From an optimization exercise on the open Yosys and OpenROAD flow, aimed at small area; shortcuts taken in it are not production practice.
Function was checked by simulation only, so behaviour that the tests miss may differ from the original.
Power figures rest on the tool's default switching activity, not on a simulated workload.

sierra:
// id_branch_pc_rf
module id_branch_pc_rf #(
  parameter logic [31:0] RESET_PC = 32'h0000_0000
) (
  input  logic        clk,
  input  logic        rst,
  input  logic        stall,
  input  logic [31:0] NPC,
  output logic [31:0] PC,
  input  logic [4:0]  A1,
  input  logic [4:0]  A2,
  output logic [31:0] RD1,
  output logic [31:0] RD2,
  input  logic        RFWr,
  input  logic [4:0]  WBSel,
  input  logic [31:0] WD,
  input  logic [31:0] rsv,
  input  logic [31:0] rtv,
  input  logic [5:0]  Op,
  input  logic [4:0]  rt,
  output logic        branch_taken
);
Size: about 3,300 cells after synthesis, about 260 I/O pins, roughly 40,000 um2 of cells after synthesis.
export LEC_CHECK = 0
export CAP_MARGIN = 0
export CORE_MARGIN = 2
export CORE_UTILIZATION = 35
export PLACE_DENSITY = 0.45
export SLEW_MARGIN = 0
export SYNTH_HIERARCHICAL = 1
create_clock -name core_clock -period 10.0 [get_ports {clk}]
standard.sh (not shown) runs the stock make flow with config.mk's settings and CLKGATE_MAP_FILE= SYNTH_SCRIPT=/design/flow/synth_recipe.tcl, a recipe that flattens the netlist after the stock synthesis.
==> flow/flow/run.sh <==
#!/bin/bash
set -euo pipefail
bash standard.sh \
  BUFFER_PORTS_ARGS="-buffer_cell sky130_fd_sc_hd__buf_1" \
  CTS_ARGS="-sink_clustering_enable -repair_clock_nets -dont_use_dummy_load -buf_list {sky130_fd_sc_hd__clkbuf_8} -sink_clustering_size 14 -sink_clustering_max_diameter 80" \
  finish > flow_make.log 2>&1
sierra: all stages complete, timing, DRC and antenna checks passed
The inputs of indigo differ from those of sierra as listed below.
Settings: CORE_UTILIZATION changed from 35 to 45; PLACE_DENSITY changed from 0.45 to 0.6.
The more densely filled core belongs to indigo, not sierra. Lower count of vias placed by the detailed router was reported by sierra, not indigo. The period utilization number comes out lower for indigo vs sierra. Routed wire length, indigo and sierra: smaller value in indigo.

---

Starting RTL as in the previous note.
## id_branch_pc_rf
module id_branch_pc_rf #(
  parameter logic [31:0] RESET_PC = 32'h0000_0000
) (
  input  logic        clk,
  input  logic        rst,
  input  logic        stall,
  input  logic [31:0] NPC,
  output logic [31:0] PC,
  input  logic [4:0]  A1,
  input  logic [4:0]  A2,
  output logic [31:0] RD1,
  output logic [31:0] RD2,
  input  logic        RFWr,
  input  logic [4:0]  WBSel,
  input  logic [31:0] WD,
  input  logic [31:0] rsv,
  input  logic [31:0] rtv,
  input  logic [5:0]  Op,
  input  logic [4:0]  rt,
  output logic        branch_taken
);
  genvar i, b;
  logic        pc_ld, pc_hold;
  logic [31:0] pc_d;
  assign pc_ld   = rst & ~stall;
  assign pc_hold = rst & stall;
  generate
    for (b = 0; b < 32; b++) begin : g_pc
      idr_ao22 u (
        .a1(pc_ld),   .a2(NPC[b] ^ RESET_PC[b]),
        .b1(pc_hold), .b2(PC[b] ^ RESET_PC[b]),
        .y (pc_d[b])
      );
    end
  endgenerate
  always_ff @(posedge clk)
    PC <= pc_d ^ RESET_PC;
  logic [31:1]       we;       
  logic [31:1]       ld;       
  logic [31:1]       hold;     
  logic [31:1][31:0] regs;
  logic [31:1][31:0] regs_d;
  generate
    for (i = 1; i < 32; i++) begin : g_reg
      assign we[i]   = RFWr & (WBSel == 5'(i));
      assign ld[i]   = rst & we[i];
      assign hold[i] = rst & ~we[i];
      for (b = 0; b < 32; b++) begin : g_bit
        idr_ao22 u (
          .a1(ld[i]),   .a2(WD[b]),
          .b1(hold[i]), .b2(regs[i][b]),
          .y (regs_d[i][b])
        );
      end
    end
  endgenerate
  always_ff @(posedge clk)
    regs <= regs_d;
  logic [31:0] sel1, sel2;
  generate
    for (i = 1; i < 32; i++) begin : g_sel
      assign sel1[i-1] = (A1 == 5'(i)) & ~we[i];
  ...
export LEC_CHECK = 0
export CAP_MARGIN = 20
export CORE_MARGIN = 2
export CORE_UTILIZATION = 35
export PLACE_DENSITY = 0.45
export SLEW_MARGIN = 20
export SYNTH_HIERARCHICAL = 1
create_clock -name core_clock -period 10.0 [get_ports {clk}]
Scripts as last shown in full above: flow/flow/run.sh
Change:
==> flow/flow/run.sh (replaced) <==
#!/bin/bash
set -euo pipefail
bash standard.sh \
  BUFFER_PORTS_ARGS="-buffer_cell sky130_fd_sc_hd__buf_1" \
  CTS_ARGS="-sink_clustering_enable -repair_clock_nets -dont_use_dummy_load -buf_list {sky130_fd_sc_hd__clkbuf_8} -sink_clustering_size 16 -sink_clustering_max_diameter 90" \
  finish > flow_make.log 2>&1
--- a/flow/config.mk
+++ b/flow/config.mk
@@ -8 +8 @@
-export CAP_MARGIN = 20
+export CAP_MARGIN = 0
@@ -12 +12 @@
-export SLEW_MARGIN = 20
+export SLEW_MARGIN = 0
After rerunning: Maximum frequency rises slightly. Routed wire length hardly moves. Setup slack is better by 0.031 ns. Final cell count stays flat. Area after synthesis is unchanged. Clock power falls by a few percent. Register-to-register slack is about the same. Core utilization falls by 0.23 points. Power falls slightly. Clock skew does not change.

[afterwards: timing with drivers on the ports]
In the flow no input, the clock included, has a driving cell. The finished layouts below were timed again as built, in two steps. Step 1 assumes that a clkbuf_16 drives the clock port and a buf_2 every other input. Step 2 adds t to the input delays and takes it off the output delays; t is the mean of the earliest and latest rising clock arrival at the registers after step 1. Input paths then give back, and output paths get back, about the clock's delay inside the block. Slacks: ideal / step 1 / step 2; pairs: ideal / step 1.
| run | t, ns | setup WS [ns] | latest minus earliest clock arrival (ns) |
|---|---|---|---|
| sierra | 0.815 | 2.486 / 2.342 / 2.342 | 0.108 / 0.109 |
| indigo | 0.796 | 2.667 / 2.637 / 2.637 | 0.087 / 0.087 |
| the first run of note 2 | 0.818 | 2.508 / 2.361 / 2.361 | 0.097 / 0.097 |
| the second run of note 2 | 0.818 | 2.539 / 2.398 / 2.398 | 0.115 / 0.115 |
After both steps setup and hold are still met in every run listed. For the first run of note 2, which loses most, drivers alone change the setup slack by -0.147 ns; drivers and shift together by -0.147 ns.
